This is an optimization exercise on Yosys and OpenROAD, whose aim is small area, a short achievable clock period and few clock cycles per item, not a production implementation. Function was checked by simulation only, so behaviour that the tests miss may differ from the original.

==> design/flow/design.v <==
`timescale 1ns / 1ps
`default_nettype none
package ocm_pkg;
    localparam int SAMPLE_W    = 16;
    localparam int CFG_W       = 8;
    localparam int CFG_IDX_W   = 2;
    localparam int O2_W        = 10;
    localparam int DEPTH_W     = 15;
    localparam int ACC_W       = 20;
    localparam int REF_W       = ACC_W - 1;
    localparam int PROD_W      = CFG_W + SAMPLE_W - 1;
    localparam logic OP_MEAS = 1'b0;
    localparam logic OP_CAL  = 1'b1;
    typedef enum logic [CFG_IDX_W-1:0] {
        REG_AIR_O2       = 2'd0,
        REG_LIMIT_NORMAL = 2'd1,
        REG_LIMIT_TECH   = 2'd2
    } cfg_reg_t;
    localparam logic [CFG_W-1:0] AIR_O2_RESET       = 8'd209;
    localparam logic [CFG_W-1:0] LIMIT_NORMAL_RESET = 8'd140;
    localparam logic [CFG_W-1:0] LIMIT_TECH_RESET   = 8'd160;
    localparam int O2_MIN       = 10;
    localparam int O2_MAX       = 1000;
    localparam int MOD_SCALE    = 1000;
    localparam int DEPTH_OFFSET = 100;
    localparam int DEPTH_MAX    = 32767;
endpackage
`default_nettype wire
`timescale 1ns / 1ps
`default_nettype none
import ocm_pkg::*;
module oxygen_cell_calibrate_and_mod #(
    parameter int CAL_SAMPLES = 10
) (
    input  logic                                  clk,
    input  logic                                  rst_n,
    input  logic                                  in_valid,
    output logic                                  in_stall,
    input  logic                                  opcode,
    input  logic signed [ocm_pkg::SAMPLE_W-1:0]   sample,
    output logic                                  out_valid,
    input  logic                                  out_stall,
    output logic [ocm_pkg::O2_W-1:0]              o2_tenths,
    output logic [ocm_pkg::DEPTH_W-1:0]           depth_normal_tenths,
    output logic [ocm_pkg::DEPTH_W-1:0]           depth_tech_tenths,
    output logic                                  calibration_done,
    output logic                                  not_calibrated,
    input  logic                                  cfg_valid,
    output logic                                  cfg_ready,
    input  logic [ocm_pkg::CFG_IDX_W-1:0]         cfg_index,
    input  logic [ocm_pkg::CFG_W-1:0]             cfg_data
);
    logic [10:0] air5_reg;
    logic [14:0] ln_reg, lt_reg;
    logic [19:0] acc_reg;
    logic [3:0]  cnt_reg;
    logic [18:0] ref_reg;
    logic        ref_ok_reg;
    logic        en, accept, cal_stall;
    logic [19:0] cal_sum;
    logic        cal_pos;
    logic v_s1, cal_s1, last_s1;
    logic [15:0] smp_s1;
    logic v_s2;
    logic [0:0] cal_s2;
    logic [0:0] nc_s2;
    logic [0:0] x_s2;
    logic [25:0] p5_s2;
    logic v_s3;
    logic [0:0] cal_s3;
    logic [0:0] nc_s3;
    logic [0:0] x_s3;
    logic [0:0] ovf_s3;
    logic [18:0] rem_s3;
    logic [6:0] nl_s3;
    logic [1:0] q_s3;
    logic v_s4;
    logic [0:0] cal_s4;
    logic [0:0] nc_s4;
    logic [0:0] x_s4;
    logic [0:0] ovf_s4;
    logic [18:0] rem_s4;
    logic [4:0] nl_s4;
    logic [3:0] q_s4;
    logic v_s5;
    logic [0:0] cal_s5;
    logic [0:0] nc_s5;
    logic [0:0] x_s5;
    logic [0:0] ovf_s5;
    logic [18:0] rem_s5;
    logic [2:0] nl_s5;
    logic [5:0] q_s5;
    logic v_s6;
    logic [0:0] cal_s6;
    logic [0:0] nc_s6;
    logic [0:0] x_s6;
    logic [0:0] ovf_s6;
    logic [18:0] rem_s6;
    logic [0:0] nl_s6;
    logic [7:0] q_s6;
    logic v_s7;
    logic [0:0] cal_s7;
    logic [0:0] nc_s7;
    logic [0:0] x_s7;
    logic [0:0] ovf_s7;
    logic [18:0] rem_s7;
    logic [9:0] q_s7;
    logic v_s8;
    logic [0:0] cal_s8;
    logic [0:0] nc_s8;
    logic [0:0] x_s8;
    logic [9:0] o2_s8;
    logic [5:0] rn_s8;
    logic [5:0] rt_s8;
    logic [2:0] qn_s8;
    logic [2:0] qt_s8;
    logic v_s9;
    logic [0:0] cal_s9;
    logic [0:0] nc_s9;
    logic [0:0] x_s9;
    logic [9:0] o2_s9;
    logic [7:0] rn_s9;
    logic [7:0] rt_s9;
    logic [4:0] qn_s9;
    logic [4:0] qt_s9;
    logic v_s10;
    logic [0:0] cal_s10;
    logic [0:0] nc_s10;
    logic [0:0] x_s10;
    logic [9:0] o2_s10;
    logic [9:0] rn_s10;
    logic [9:0] rt_s10;
    logic [6:0] qn_s10;
    logic [6:0] qt_s10;
    logic v_s11;
    logic [0:0] cal_s11;
    logic [0:0] nc_s11;
    logic [0:0] x_s11;
    logic [9:0] o2_s11;
    logic [9:0] rn_s11;
    logic [9:0] rt_s11;
    logic [8:0] qn_s11;
    logic [8:0] qt_s11;
    logic v_s12;
    logic [0:0] cal_s12;
    logic [0:0] nc_s12;
    logic [0:0] x_s12;
    logic [9:0] o2_s12;
    logic [9:0] rn_s12;
    logic [9:0] rt_s12;
    logic [10:0] qn_s12;
    logic [10:0] qt_s12;
    logic v_s13;
    logic [0:0] cal_s13;
    logic [0:0] nc_s13;
    logic [0:0] x_s13;
    logic [9:0] o2_s13;
    logic [9:0] rn_s13;
    logic [9:0] rt_s13;
    logic [12:0] qn_s13;
    logic [12:0] qt_s13;
    logic v_s14;
    logic [9:0] o2_s14;
    logic [14:0] dn_s14;
    logic [14:0] dt_s14;
    logic [0:0] done_s14;
    logic [0:0] nc_s14;
    logic [19:0] sum_1;
    assign sum_1 = acc_reg + {{4{smp_s1[15]}}, smp_s1};
    logic [0:0] pos_2;
    assign pos_2 = !sum_1[19] && (sum_1 != 20'd0);
    logic [0:0] nc_3;
    assign nc_3 = (cal_s1 && last_s1) ? !pos_2 : !ref_ok_reg;
    logic [0:0] x_4;
    assign x_4 = cal_s1 ? last_s1 : (smp_s1[15] || (smp_s1 == 16'd0));
    assign cal_sum = sum_1;
    assign cal_pos = pos_2;
    logic [14:0] s15_5;
    assign s15_5 = smp_s1[14:0];
    logic [25:0] p5_6;
    assign p5_6 = 26'(s15_5) * 26'(air5_reg);
    logic [0:0] ovf_7;
    assign ovf_7 = ({2'b00, p5_s2[25:9]} >= ref_reg);
    logic [16:0] rem_8;
    assign rem_8 = p5_s2[25:9];
    logic [8:0] nl_9;
    assign nl_9 = p5_s2[8:0];
    logic [17:0] tr_10;
    assign tr_10 = {rem_8, nl_9[8]};
    logic [19:0] df_11;
    assign df_11 = 20'(tr_10) - 20'(ref_reg);
    logic [17:0] rem_12;
    assign rem_12 = df_11[19] ? tr_10[17:0] : df_11[17:0];
    logic [0:0] q_13;
    assign q_13 = !df_11[19];
    logic [7:0] nl_14;
    assign nl_14 = nl_9[7:0];
    logic [18:0] tr_15;
    assign tr_15 = {rem_12, nl_14[7]};
    logic [19:0] df_16;
    assign df_16 = 20'(tr_15) - 20'(ref_reg);
    logic [18:0] rem_17;
    assign rem_17 = df_16[19] ? tr_15[18:0] : df_16[18:0];
    logic [1:0] q_18;
    assign q_18 = {q_13, !df_16[19]};
    logic [6:0] nl_19;
    assign nl_19 = nl_14[6:0];
    logic [19:0] tr_20;
    assign tr_20 = {rem_s3, nl_s3[6]};
    logic [20:0] df_21;
    assign df_21 = 21'(tr_20) - 21'(ref_reg);
    logic [18:0] rem_22;
    assign rem_22 = df_21[20] ? tr_20[18:0] : df_21[18:0];
    logic [2:0] q_23;
    assign q_23 = {q_s3, !df_21[20]};
    logic [5:0] nl_24;
    assign nl_24 = nl_s3[5:0];
    logic [19:0] tr_25;
    assign tr_25 = {rem_22, nl_24[5]};
    logic [20:0] df_26;
    assign df_26 = 21'(tr_25) - 21'(ref_reg);
    logic [18:0] rem_27;
    assign rem_27 = df_26[20] ? tr_25[18:0] : df_26[18:0];
    logic [3:0] q_28;
    assign q_28 = {q_23, !df_26[20]};
    logic [4:0] nl_29;
    assign nl_29 = nl_24[4:0];
    logic [19:0] tr_30;
    assign tr_30 = {rem_s4, nl_s4[4]};
    logic [20:0] df_31;
    assign df_31 = 21'(tr_30) - 21'(ref_reg);
    logic [18:0] rem_32;
    assign rem_32 = df_31[20] ? tr_30[18:0] : df_31[18:0];
    logic [4:0] q_33;
    assign q_33 = {q_s4, !df_31[20]};
    logic [3:0] nl_34;
    assign nl_34 = nl_s4[3:0];
    logic [19:0] tr_35;
    assign tr_35 = {rem_32, nl_34[3]};
    logic [20:0] df_36;
    assign df_36 = 21'(tr_35) - 21'(ref_reg);
    logic [18:0] rem_37;
    assign rem_37 = df_36[20] ? tr_35[18:0] : df_36[18:0];
    logic [5:0] q_38;
    assign q_38 = {q_33, !df_36[20]};
    logic [2:0] nl_39;
    assign nl_39 = nl_34[2:0];
    logic [19:0] tr_40;
    assign tr_40 = {rem_s5, nl_s5[2]};
    logic [20:0] df_41;
    assign df_41 = 21'(tr_40) - 21'(ref_reg);
    logic [18:0] rem_42;
    assign rem_42 = df_41[20] ? tr_40[18:0] : df_41[18:0];
    logic [6:0] q_43;
    assign q_43 = {q_s5, !df_41[20]};
    logic [1:0] nl_44;
    assign nl_44 = nl_s5[1:0];
    logic [19:0] tr_45;
    assign tr_45 = {rem_42, nl_44[1]};
    logic [20:0] df_46;
    assign df_46 = 21'(tr_45) - 21'(ref_reg);
    logic [18:0] rem_47;
    assign rem_47 = df_46[20] ? tr_45[18:0] : df_46[18:0];
    logic [7:0] q_48;
    assign q_48 = {q_43, !df_46[20]};
    logic [0:0] nl_49;
    assign nl_49 = nl_44[0:0];
    logic [19:0] tr_50;
    assign tr_50 = {rem_s6, nl_s6[0]};
    logic [20:0] df_51;
    assign df_51 = 21'(tr_50) - 21'(ref_reg);
    logic [18:0] rem_52;
    assign rem_52 = df_51[20] ? tr_50[18:0] : df_51[18:0];
    logic [8:0] q_53;
    assign q_53 = {q_s6, !df_51[20]};
    logic [19:0] tr_54;
    assign tr_54 = {rem_52, 1'b0};
    logic [20:0] df_55;
    assign df_55 = 21'(tr_54) - 21'(ref_reg);
    logic [18:0] rem_56;
    assign rem_56 = df_55[20] ? tr_54[18:0] : df_55[18:0];
    logic [9:0] q_57;
    assign q_57 = {q_53, !df_55[20]};
    logic [9:0] o2_58;
    assign o2_58 = cal_s7 ? 10'd0 : nc_s7 ? 10'd1000 : x_s7 ? 10'd10 : ovf_s7 ? 10'd1000 : (q_s7 > 10'd1000) ? 10'd1000 : (q_s7 < 10'd10) ? 10'd10 : q_s7;
    logic [2:0] rn_59;
    assign rn_59 = ln_reg[14:12];
    logic [2:0] rt_60;
    assign rt_60 = lt_reg[14:12];
    logic [3:0] trn_61;
    assign trn_61 = {rn_59, ln_reg[11]};
    logic [10:0] dfn_62;
    assign dfn_62 = 11'(trn_61) - 11'(o2_58);
    logic [3:0] remn_63;
    assign remn_63 = dfn_62[10] ? trn_61[3:0] : dfn_62[3:0];
    logic [0:0] qn_64;
    assign qn_64 = !dfn_62[10];
    logic [3:0] trt_65;
    assign trt_65 = {rt_60, lt_reg[11]};
    logic [10:0] dft_66;
    assign dft_66 = 11'(trt_65) - 11'(o2_58);
    logic [3:0] remt_67;
    assign remt_67 = dft_66[10] ? trt_65[3:0] : dft_66[3:0];
    logic [0:0] qt_68;
    assign qt_68 = !dft_66[10];
    logic [4:0] trn_69;
    assign trn_69 = {remn_63, ln_reg[10]};
    logic [10:0] dfn_70;
    assign dfn_70 = 11'(trn_69) - 11'(o2_58);
    logic [4:0] remn_71;
    assign remn_71 = dfn_70[10] ? trn_69[4:0] : dfn_70[4:0];
    logic [1:0] qn_72;
    assign qn_72 = {qn_64, !dfn_70[10]};
    logic [4:0] trt_73;
    assign trt_73 = {remt_67, lt_reg[10]};
    logic [10:0] dft_74;
    assign dft_74 = 11'(trt_73) - 11'(o2_58);
    logic [4:0] remt_75;
    assign remt_75 = dft_74[10] ? trt_73[4:0] : dft_74[4:0];
    logic [1:0] qt_76;
    assign qt_76 = {qt_68, !dft_74[10]};
    logic [5:0] trn_77;
    assign trn_77 = {remn_71, ln_reg[9]};
    logic [10:0] dfn_78;
    assign dfn_78 = 11'(trn_77) - 11'(o2_58);
    logic [5:0] remn_79;
    assign remn_79 = dfn_78[10] ? trn_77[5:0] : dfn_78[5:0];
    logic [2:0] qn_80;
    assign qn_80 = {qn_72, !dfn_78[10]};
    logic [5:0] trt_81;
    assign trt_81 = {remt_75, lt_reg[9]};
    logic [10:0] dft_82;
    assign dft_82 = 11'(trt_81) - 11'(o2_58);
    logic [5:0] remt_83;
    assign remt_83 = dft_82[10] ? trt_81[5:0] : dft_82[5:0];
    logic [2:0] qt_84;
    assign qt_84 = {qt_76, !dft_82[10]};
    logic [6:0] trn_85;
    assign trn_85 = {rn_s8, ln_reg[8]};
    logic [10:0] dfn_86;
    assign dfn_86 = 11'(trn_85) - 11'(o2_s8);
    logic [6:0] remn_87;
    assign remn_87 = dfn_86[10] ? trn_85[6:0] : dfn_86[6:0];
    logic [3:0] qn_88;
    assign qn_88 = {qn_s8, !dfn_86[10]};
    logic [6:0] trt_89;
    assign trt_89 = {rt_s8, lt_reg[8]};
    logic [10:0] dft_90;
    assign dft_90 = 11'(trt_89) - 11'(o2_s8);
    logic [6:0] remt_91;
    assign remt_91 = dft_90[10] ? trt_89[6:0] : dft_90[6:0];
    logic [3:0] qt_92;
    assign qt_92 = {qt_s8, !dft_90[10]};
    logic [7:0] trn_93;
    assign trn_93 = {remn_87, ln_reg[7]};
    logic [10:0] dfn_94;
    assign dfn_94 = 11'(trn_93) - 11'(o2_s8);
    logic [7:0] remn_95;
    assign remn_95 = dfn_94[10] ? trn_93[7:0] : dfn_94[7:0];
    logic [4:0] qn_96;
    assign qn_96 = {qn_88, !dfn_94[10]};
    logic [7:0] trt_97;
    assign trt_97 = {remt_91, lt_reg[7]};
    logic [10:0] dft_98;
    assign dft_98 = 11'(trt_97) - 11'(o2_s8);
    logic [7:0] remt_99;
    assign remt_99 = dft_98[10] ? trt_97[7:0] : dft_98[7:0];
    logic [4:0] qt_100;
    assign qt_100 = {qt_92, !dft_98[10]};
    logic [8:0] trn_101;
    assign trn_101 = {rn_s9, ln_reg[6]};
    logic [10:0] dfn_102;
    assign dfn_102 = 11'(trn_101) - 11'(o2_s9);
    logic [8:0] remn_103;
    assign remn_103 = dfn_102[10] ? trn_101[8:0] : dfn_102[8:0];
    logic [5:0] qn_104;
    assign qn_104 = {qn_s9, !dfn_102[10]};
    logic [8:0] trt_105;
    assign trt_105 = {rt_s9, lt_reg[6]};
    logic [10:0] dft_106;
    assign dft_106 = 11'(trt_105) - 11'(o2_s9);
    logic [8:0] remt_107;
    assign remt_107 = dft_106[10] ? trt_105[8:0] : dft_106[8:0];
    logic [5:0] qt_108;
    assign qt_108 = {qt_s9, !dft_106[10]};
    logic [9:0] trn_109;
    assign trn_109 = {remn_103, ln_reg[5]};
    logic [10:0] dfn_110;
    assign dfn_110 = 11'(trn_109) - 11'(o2_s9);
    logic [9:0] remn_111;
    assign remn_111 = dfn_110[10] ? trn_109[9:0] : dfn_110[9:0];
    logic [6:0] qn_112;
    assign qn_112 = {qn_104, !dfn_110[10]};
    logic [9:0] trt_113;
    assign trt_113 = {remt_107, lt_reg[5]};
    logic [10:0] dft_114;
    assign dft_114 = 11'(trt_113) - 11'(o2_s9);
    logic [9:0] remt_115;
    assign remt_115 = dft_114[10] ? trt_113[9:0] : dft_114[9:0];
    logic [6:0] qt_116;
    assign qt_116 = {qt_108, !dft_114[10]};
    logic [10:0] trn_117;
    assign trn_117 = {rn_s10, ln_reg[4]};
    logic [11:0] dfn_118;
    assign dfn_118 = 12'(trn_117) - 12'(o2_s10);
    logic [9:0] remn_119;
    assign remn_119 = dfn_118[11] ? trn_117[9:0] : dfn_118[9:0];
    logic [7:0] qn_120;
    assign qn_120 = {qn_s10, !dfn_118[11]};
    logic [10:0] trt_121;
    assign trt_121 = {rt_s10, lt_reg[4]};
    logic [11:0] dft_122;
    assign dft_122 = 12'(trt_121) - 12'(o2_s10);
    logic [9:0] remt_123;
    assign remt_123 = dft_122[11] ? trt_121[9:0] : dft_122[9:0];
    logic [7:0] qt_124;
    assign qt_124 = {qt_s10, !dft_122[11]};
    logic [10:0] trn_125;
    assign trn_125 = {remn_119, ln_reg[3]};
    logic [11:0] dfn_126;
    assign dfn_126 = 12'(trn_125) - 12'(o2_s10);
    logic [9:0] remn_127;
    assign remn_127 = dfn_126[11] ? trn_125[9:0] : dfn_126[9:0];
    logic [8:0] qn_128;
    assign qn_128 = {qn_120, !dfn_126[11]};
    logic [10:0] trt_129;
    assign trt_129 = {remt_123, lt_reg[3]};
    logic [11:0] dft_130;
    assign dft_130 = 12'(trt_129) - 12'(o2_s10);
    logic [9:0] remt_131;
    assign remt_131 = dft_130[11] ? trt_129[9:0] : dft_130[9:0];
    logic [8:0] qt_132;
    assign qt_132 = {qt_124, !dft_130[11]};
    logic [10:0] trn_133;
    assign trn_133 = {rn_s11, ln_reg[2]};
    logic [11:0] dfn_134;
    assign dfn_134 = 12'(trn_133) - 12'(o2_s11);
    logic [9:0] remn_135;
    assign remn_135 = dfn_134[11] ? trn_133[9:0] : dfn_134[9:0];
    logic [9:0] qn_136;
    assign qn_136 = {qn_s11, !dfn_134[11]};
    logic [10:0] trt_137;
    assign trt_137 = {rt_s11, lt_reg[2]};
    logic [11:0] dft_138;
    assign dft_138 = 12'(trt_137) - 12'(o2_s11);
    logic [9:0] remt_139;
    assign remt_139 = dft_138[11] ? trt_137[9:0] : dft_138[9:0];
    logic [9:0] qt_140;
    assign qt_140 = {qt_s11, !dft_138[11]};
    logic [10:0] trn_141;
    assign trn_141 = {remn_135, ln_reg[1]};
    logic [11:0] dfn_142;
    assign dfn_142 = 12'(trn_141) - 12'(o2_s11);
    logic [9:0] remn_143;
    assign remn_143 = dfn_142[11] ? trn_141[9:0] : dfn_142[9:0];
    logic [10:0] qn_144;
    assign qn_144 = {qn_136, !dfn_142[11]};
    logic [10:0] trt_145;
    assign trt_145 = {remt_139, lt_reg[1]};
    logic [11:0] dft_146;
    assign dft_146 = 12'(trt_145) - 12'(o2_s11);
    logic [9:0] remt_147;
    assign remt_147 = dft_146[11] ? trt_145[9:0] : dft_146[9:0];
    logic [10:0] qt_148;
    assign qt_148 = {qt_140, !dft_146[11]};
    logic [10:0] trn_149;
    assign trn_149 = {rn_s12, ln_reg[0]};
    logic [11:0] dfn_150;
    assign dfn_150 = 12'(trn_149) - 12'(o2_s12);
    logic [9:0] remn_151;
    assign remn_151 = dfn_150[11] ? trn_149[9:0] : dfn_150[9:0];
    logic [11:0] qn_152;
    assign qn_152 = {qn_s12, !dfn_150[11]};
    logic [10:0] trt_153;
    assign trt_153 = {rt_s12, lt_reg[0]};
    logic [11:0] dft_154;
    assign dft_154 = 12'(trt_153) - 12'(o2_s12);
    logic [9:0] remt_155;
    assign remt_155 = dft_154[11] ? trt_153[9:0] : dft_154[9:0];
    logic [11:0] qt_156;
    assign qt_156 = {qt_s12, !dft_154[11]};
    logic [10:0] trn_157;
    assign trn_157 = {remn_151, 1'b0};
    logic [11:0] dfn_158;
    assign dfn_158 = 12'(trn_157) - 12'(o2_s12);
    logic [9:0] remn_159;
    assign remn_159 = dfn_158[11] ? trn_157[9:0] : dfn_158[9:0];
    logic [12:0] qn_160;
    assign qn_160 = {qn_152, !dfn_158[11]};
    logic [10:0] trt_161;
    assign trt_161 = {remt_155, 1'b0};
    logic [11:0] dft_162;
    assign dft_162 = 12'(trt_161) - 12'(o2_s12);
    logic [9:0] remt_163;
    assign remt_163 = dft_162[11] ? trt_161[9:0] : dft_162[9:0];
    logic [12:0] qt_164;
    assign qt_164 = {qt_156, !dft_162[11]};
    logic [10:0] trn_165;
    assign trn_165 = {rn_s13, 1'b0};
    logic [11:0] dfn_166;
    assign dfn_166 = 12'(trn_165) - 12'(o2_s13);
    logic [9:0] remn_167;
    assign remn_167 = dfn_166[11] ? trn_165[9:0] : dfn_166[9:0];
    logic [13:0] qn_168;
    assign qn_168 = {qn_s13, !dfn_166[11]};
    logic [10:0] trt_169;
    assign trt_169 = {rt_s13, 1'b0};
    logic [11:0] dft_170;
    assign dft_170 = 12'(trt_169) - 12'(o2_s13);
    logic [9:0] remt_171;
    assign remt_171 = dft_170[11] ? trt_169[9:0] : dft_170[9:0];
    logic [13:0] qt_172;
    assign qt_172 = {qt_s13, !dft_170[11]};
    logic [10:0] trn_173;
    assign trn_173 = {remn_167, 1'b0};
    logic [11:0] dfn_174;
    assign dfn_174 = 12'(trn_173) - 12'(o2_s13);
    logic [9:0] remn_175;
    assign remn_175 = dfn_174[11] ? trn_173[9:0] : dfn_174[9:0];
    logic [14:0] qn_176;
    assign qn_176 = {qn_168, !dfn_174[11]};
    logic [10:0] trt_177;
    assign trt_177 = {remt_171, 1'b0};
    logic [11:0] dft_178;
    assign dft_178 = 12'(trt_177) - 12'(o2_s13);
    logic [9:0] remt_179;
    assign remt_179 = dft_178[11] ? trt_177[9:0] : dft_178[9:0];
    logic [14:0] qt_180;
    assign qt_180 = {qt_172, !dft_178[11]};
    logic [14:0] depn_181;
    assign depn_181 = (cal_s13 || (qn_176 < 15'd100)) ? 15'd0 : (qn_176 - 15'd100);
    logic [14:0] dept_182;
    assign dept_182 = (cal_s13 || (qt_180 < 15'd100)) ? 15'd0 : (qt_180 - 15'd100);
    logic [0:0] done_183;
    assign done_183 = cal_s13 && x_s13;
    assign en        = !(v_s14 && out_stall);
    assign cal_stall = (cnt_reg == 4'd9) && ((v_s1 && !cal_s1) || (v_s2 && !cal_s2) || (v_s3 && !cal_s3) || (v_s4 && !cal_s4) || (v_s5 && !cal_s5) || (v_s6 && !cal_s6));
    assign in_stall  = !en || cal_stall;
    assign accept    = in_valid && !in_stall;
    always_ff @(posedge clk or negedge rst_n)
    begin
        if (!rst_n)
        begin
            air5_reg   <= 11'd1045;
            ln_reg     <= 15'd17500;
            lt_reg     <= 15'd20000;
            acc_reg    <= '0;
            cnt_reg    <= '0;
            ref_reg    <= '0;
            ref_ok_reg <= 1'b0;
            v_s1       <= 1'b0;
            v_s2 <= 1'b0;
            v_s3 <= 1'b0;
            v_s4 <= 1'b0;
            v_s5 <= 1'b0;
            v_s6 <= 1'b0;
            v_s7 <= 1'b0;
            v_s8 <= 1'b0;
            v_s9 <= 1'b0;
            v_s10 <= 1'b0;
            v_s11 <= 1'b0;
            v_s12 <= 1'b0;
            v_s13 <= 1'b0;
            v_s14 <= 1'b0;
        end
        else
        begin
            if (cfg_valid)
            begin
                case (cfg_index)
                    2'd0: air5_reg <= 11'(cfg_data) + {1'b0, cfg_data, 2'b00};
                    2'd1: ln_reg   <= {cfg_data, 7'd0} - 15'(cfg_data) - {6'd0, cfg_data, 1'b0};
                    2'd2: lt_reg   <= {cfg_data, 7'd0} - 15'(cfg_data) - {6'd0, cfg_data, 1'b0};
                    default: ;
                endcase
            end
            if (accept && opcode)
                cnt_reg <= (cnt_reg == 4'd9) ? 4'd0 : cnt_reg + 4'd1;
            if (en)
            begin
                v_s1 <= accept;
                v_s2 <= v_s1;
                v_s3 <= v_s2;
                v_s4 <= v_s3;
                v_s5 <= v_s4;
                v_s6 <= v_s5;
                v_s7 <= v_s6;
                v_s8 <= v_s7;
                v_s9 <= v_s8;
                v_s10 <= v_s9;
                v_s11 <= v_s10;
                v_s12 <= v_s11;
                v_s13 <= v_s12;
                v_s14 <= v_s13;
                if (v_s1 && cal_s1)
                begin
                    if (last_s1)
                    begin
                        ref_reg    <= cal_sum[18:0];
                        ref_ok_reg <= cal_pos;
                        acc_reg    <= '0;
                    end
                    else
                        acc_reg <= cal_sum;
                end
            end
        end
    end
    always_ff @(posedge clk)
    begin
        if (en)
        begin
            cal_s1  <= opcode;
            last_s1 <= (cnt_reg == 4'd9);
            smp_s1  <= sample;
            cal_s2 <= cal_s1;
            nc_s2 <= nc_3;
            x_s2 <= x_4;
            p5_s2 <= p5_6;
            cal_s3 <= cal_s2;
            nc_s3 <= nc_s2;
            x_s3 <= x_s2;
            ovf_s3 <= ovf_7;
            rem_s3 <= rem_17;
            nl_s3 <= nl_19;
            q_s3 <= q_18;
            cal_s4 <= cal_s3;
            nc_s4 <= nc_s3;
            x_s4 <= x_s3;
            ovf_s4 <= ovf_s3;
            rem_s4 <= rem_27;
            nl_s4 <= nl_29;
            q_s4 <= q_28;
            cal_s5 <= cal_s4;
            nc_s5 <= nc_s4;
            x_s5 <= x_s4;
            ovf_s5 <= ovf_s4;
            rem_s5 <= rem_37;
            nl_s5 <= nl_39;
            q_s5 <= q_38;
            cal_s6 <= cal_s5;
            nc_s6 <= nc_s5;
            x_s6 <= x_s5;
            ovf_s6 <= ovf_s5;
            rem_s6 <= rem_47;
            nl_s6 <= nl_49;
            q_s6 <= q_48;
            cal_s7 <= cal_s6;
            nc_s7 <= nc_s6;
            x_s7 <= x_s6;
            ovf_s7 <= ovf_s6;
            rem_s7 <= rem_56;
            q_s7 <= q_57;
            cal_s8 <= cal_s7;
            nc_s8 <= nc_s7;
            x_s8 <= x_s7;
            o2_s8 <= o2_58;
            rn_s8 <= remn_79;
            rt_s8 <= remt_83;
            qn_s8 <= qn_80;
            qt_s8 <= qt_84;
            cal_s9 <= cal_s8;
            nc_s9 <= nc_s8;
            x_s9 <= x_s8;
            o2_s9 <= o2_s8;
            rn_s9 <= remn_95;
            rt_s9 <= remt_99;
            qn_s9 <= qn_96;
            qt_s9 <= qt_100;
            cal_s10 <= cal_s9;
            nc_s10 <= nc_s9;
            x_s10 <= x_s9;
            o2_s10 <= o2_s9;
            rn_s10 <= remn_111;
            rt_s10 <= remt_115;
            qn_s10 <= qn_112;
            qt_s10 <= qt_116;
            cal_s11 <= cal_s10;
            nc_s11 <= nc_s10;
            x_s11 <= x_s10;
            o2_s11 <= o2_s10;
            rn_s11 <= remn_127;
            rt_s11 <= remt_131;
            qn_s11 <= qn_128;
            qt_s11 <= qt_132;
            cal_s12 <= cal_s11;
            nc_s12 <= nc_s11;
            x_s12 <= x_s11;
            o2_s12 <= o2_s11;
            rn_s12 <= remn_143;
            rt_s12 <= remt_147;
            qn_s12 <= qn_144;
            qt_s12 <= qt_148;
            cal_s13 <= cal_s12;
            nc_s13 <= nc_s12;
            x_s13 <= x_s12;
            o2_s13 <= o2_s12;
            rn_s13 <= remn_159;
            rt_s13 <= remt_163;
            qn_s13 <= qn_160;
            qt_s13 <= qt_164;
            o2_s14 <= o2_s13;
            dn_s14 <= depn_181;
            dt_s14 <= dept_182;
            done_s14 <= done_183;
            nc_s14 <= nc_s13;
        end
    end
    assign cfg_ready           = 1'b1;
    assign out_valid           = v_s14;
    assign o2_tenths           = o2_s14;
    assign depth_normal_tenths = dn_s14;
    assign depth_tech_tenths   = dt_s14;
    assign calibration_done    = done_s14;
    assign not_calibrated      = nc_s14;
endmodule
`default_nettype wire
==> design/flow/run.sh <==
#!/bin/bash
# synth_recipe.tcl (not shown) runs the flow's synth.tcl, then flattens the netlist and writes it again
# the make line also repeats each setting of config.mk as NAME=value (left out here)
make -C /OpenROAD-flow-scripts/flow DESIGN_CONFIG=/design/flow/config.mk WORK_HOME=/design/flow/orfs CLKGATE_MAP_FILE= SYNTH_SCRIPT=/design/flow/synth_recipe.tcl finish
==> design/flow/config.mk <==
export PLATFORM = sky130hd
export DESIGN_NAME = oxygen_cell_calibrate_and_mod
export DESIGN_NICKNAME = oxygen_cell_calibrate_and_mod
export VERILOG_FILES = /design/flow/design.v
export SDC_FILE = /design/flow/constraint.sdc
export NUM_CORES = 4
export LEC_CHECK = 0
export CAP_MARGIN = 20
export CORE_MARGIN = 2
export CORE_UTILIZATION = 40
export SLEW_MARGIN = 20
==> design/flow/constraint.sdc <==
create_clock -name core_clock -period 6.0 [get_ports {clk}]
set_input_delay 1.2000 -clock core_clock [delete_from_list [all_inputs] [get_ports {clk}]]
set_output_delay 1.2000 -clock core_clock [all_outputs]
set_load 0.01 [all_outputs]
==> flow_metrics.tcl <==
set metrics [dict create \
    synth_top_cell_by_area "edfxtp_1" \
    slew_headroom_pct 26.4 \
    synth.area.top_cells "edfxtp_1 32%, ha_1 15%, fa_1 6.4%" \
    die_area_sq_um 124000 \
    initial_core_util_pct 40.5 \
    setup_violations 0 \
    r2r-end "rem_s5[17]" \
    worst_pin_slew_ns 1.10 \
    final_antenna_net_count 0 \
    min_path_cells 0 \
    synthFlopType "edfxtp_1" \
    wire_per_inst_um 17.0 \
    synth-edff-count 513 \
    maxCapViolCount 0 \
    yosysMostFrequentCell "ha_1" \
    grt-ovfl-total 0 \
    firstDrtPassIters 5 \
    yosysSeqAreaShare_pct 36.8 \
    whs_ns 0.411 \
    drv_slew 0 \
    grtUsageTotal_pct 17.9 \
    antenna_found_initial 5 \
    final_nets 5705 \
    netlist_instances 4711 \
    final_area_sq_um 55400 \
    setup_tns_ns 0 \
    grt_max_degree 189 \
    core-area_sq_um 120000 \
    die_h_um 353 \
    yosysTopAreaCellShare_pct 31.7 \
    fin_skew_ns 0.0345 \
    status "timing/DRC/antenna clean" \
    cts_sinks 612 \
    first_global_vias 34200 \
    synth-seq-cells 612 \
    cts_tree "yes" \
    gp_congestion 0.858 \
    critPathArrivalTime_ns 6.25 \
    die_w_um 353 \
    yosysUniqueCellTypes 97 \
    drive_above_1_share_pct 14.0 \
    holdPathEnd "qt_s12[3]" \
    hold_start "qt_s11[1]" \
    vias_per_cell 5.21 \
    hold_class "flop to flop" \
    max_freq_mhz 172 \
    synth-async-reset-ratio_pct 16.2 \
    multi_input_area_sq_um 29100 \
    netlist_area_sq_um 48700 \
    post-route-min-period_ns 5.83 \
    ff2ff_setup_slack_ns 0.17 \
    timing.final.crit_share_pct 97.1 \
    yosys_warnings 1 \
    cts_root_buf "clkbuf_16" \
    ff_latch_area_sq_um 17900 \
    hold_buffers 0 \
    htreeDepth 3 \
    drt-total-wl_um 112000 \
    r2r_start "ref_reg[2]" \
    grt_pass1_wl_um 181000 \
    post_synth.cell_area_avg_sq_um 10.3 \
    hold_viol 0 \
    clockBufferDepth 3 \
    ys_top_cells_by_count "565 x ha_1, 513 x edfxtp_1, 423 x inv_1" \
    syn2layout_area_growth_pct 13.8 \
    cp_max_fo 6 \
    post-dp-hpwl_um 87600 \
    row_count 127 \
    clkLatencyLatePin_ns 0.68 \
    ios 77 \
    required_ns 6.42 \
    num-fill-cells 11300 \
    route.detailed.drc 0 \
    dpl_cell_area_sq_um 52300 \
    end_kind "flop" \
    cts_buffers 75 \
    crit_path_start_kind "flop" \
    path_class "flop to flop" \
    syn_nets 5464 \
    r2r_cells 21 \
    via_count 34500 \
    place.port_buffers 75 \
    clkTransAtPathRegs_ns 0.06 \
    largest_reg_flops 26 \
    drtIter0Drc 1956 \
]
metal layers:
| layer | GRT usage (%) | wire length (um) |
|---|---|---|
| met1 | 24.5 | 54500 |
| met2 | 29.5 | 51400 |
| met3 | 2.22 | 3690 |
| met4 | 5.41 | 2810 |
| met5 | 0 | 0 |
area by class of cell:
cell class / count / area share, %
inverter: 429 / 2.93
antenna: 1 / 0.00452
clock buffer: 96 / 3.72
sequential: 612 / 32.3
tap: 1612 / 3.64
clock inverter: 43 / 0.886
multi-input combinational: 3591 / 52.6
timing repair buffer: 243 / 3.85
critical path, cell delays in order, from the launching register on:
cell	delay, ns
dfrtp_1	0.39
clkinvlp_4	0.24
ha_1	0.44
a211oi_2	0.29
o211ai_1	0.18
and3b_1	0.23
o21ai_2	0.17
a21oi_2	0.11
a2111o_2	0.58
mux2_2	0.33
ha_1	0.29
buf_4	0.15
o21a_1	0.18
o31a_1	0.14
o221ai_1	0.37
a211oi_1	0.17
a2111oi_0	0.48
buf_4	0.20
o31ai_1	0.08
a21oi_1	0.21
xnor2_1	0.10
mux2_4	0.26
cell families after synthesis:
| logic type | count (synthesis) | share of synthesized area [%] |
|---|---|---|
| fa+ha+maj | 721 | 20.9 |
| mux | 308 | 7.09 |
| simple gates | 1204 | 11.8 |
| flops | 612 | 36.8 |
| buf+inv | 509 | 4.03 |
| xor+xnor | 307 | 5.52 |
| compound gates | 1049 | 13.8 |
| other cells | 1 | 0.00771 |
per-stage QoR:
stage	util [%]	worst slack (ns)	instances
4_1_cts	45.6	0.0349	6600
3_3_place_gp	43.5	-0.0862	6460
3_5_place_dp	43.5	-0.0818	6460
2_1_floorplan	-	0.0653	4711
6_report	46.0	0.175	6627
5_1_grt	46.0	-0.0221	6626
worst max path at each step:
| stage | cells past startpoint | endpoint | startpoint | slack (ns) |
|---|---|---|---|---|
| after global routing | 25 | q_s7[0] | ref_reg[2] | -0.02 |
| after detailed placement | 17 | p5_s2[25] | smp_s1[3] | -0.08 |
| after CTS | 27 | rn_s8[5] | q_s7[2] | 0.03 |
| after floorplan | 23 | rem_s5[11] | ref_reg[1] | 0.07 |
| after global placement | 28 | rt_s8[5] | q_s7[2] | -0.09 |
| final | 21 | rem_s5[17] | ref_reg[2] | 0.17 |
placed cells by master, fill, tap and decap left out, types with 29 or more instances in the layout:
master           count
ha_1               558
edfxtp_1           513
inv_1              416
nand2_1            385
nor2_1             298
o21ai_0            285
mux2_2             263
a21oi_1            259
xnor2_1            210
buf_4              159
fa_1               152
xor2_1              97
and2_1              95
a21o_1              91
nor2b_1             87
dfrtp_1             83
clkbuf_16           77
clkdlybuf4s50_1     74
nor3_1              68
nand2b_1            65
o21a_1              52
a21boi_0            50
nand3_1             49
or3_1               40
mux2i_1             35
a211oi_1            32
o21bai_1            29
a31oi_1             29
timing repair:
action	CTS	global route
setup buffers	1	25
endpoints found under the setup margin	11	124
pin swaps	0	15
gates cloned	0	1
resized for setup	3	82
endpoints found under the hold margin	0	0
Testbench counts, summed over its fixed seeds: cycles 1,392, items 1,280.

-- static timing again, ports no longer ideal --
How much do the figures lean on ideal ports? The routed layout below was timed once more, with nothing changed but the port constraints. Step 1 assumes that a clkbuf_16 drives the clock port and a buf_2 every other input. Step 2, shift: input delay + t, output delay - t, t = (earliest + latest rising clock arrival at the registers) / 2. This alone moves slack from input paths to output paths. Three values: ideal, step 1, step 2; two values: the first two.
t, ns: 0.737
slack for setup (ns): 0.175 / 0.175 / 0.175
pins driven straight from the clock port: 1
After both steps setup and hold are still met in this run. The setup slack of this run moves by 0.000 ns with the drivers and by 0.000 ns with both steps.
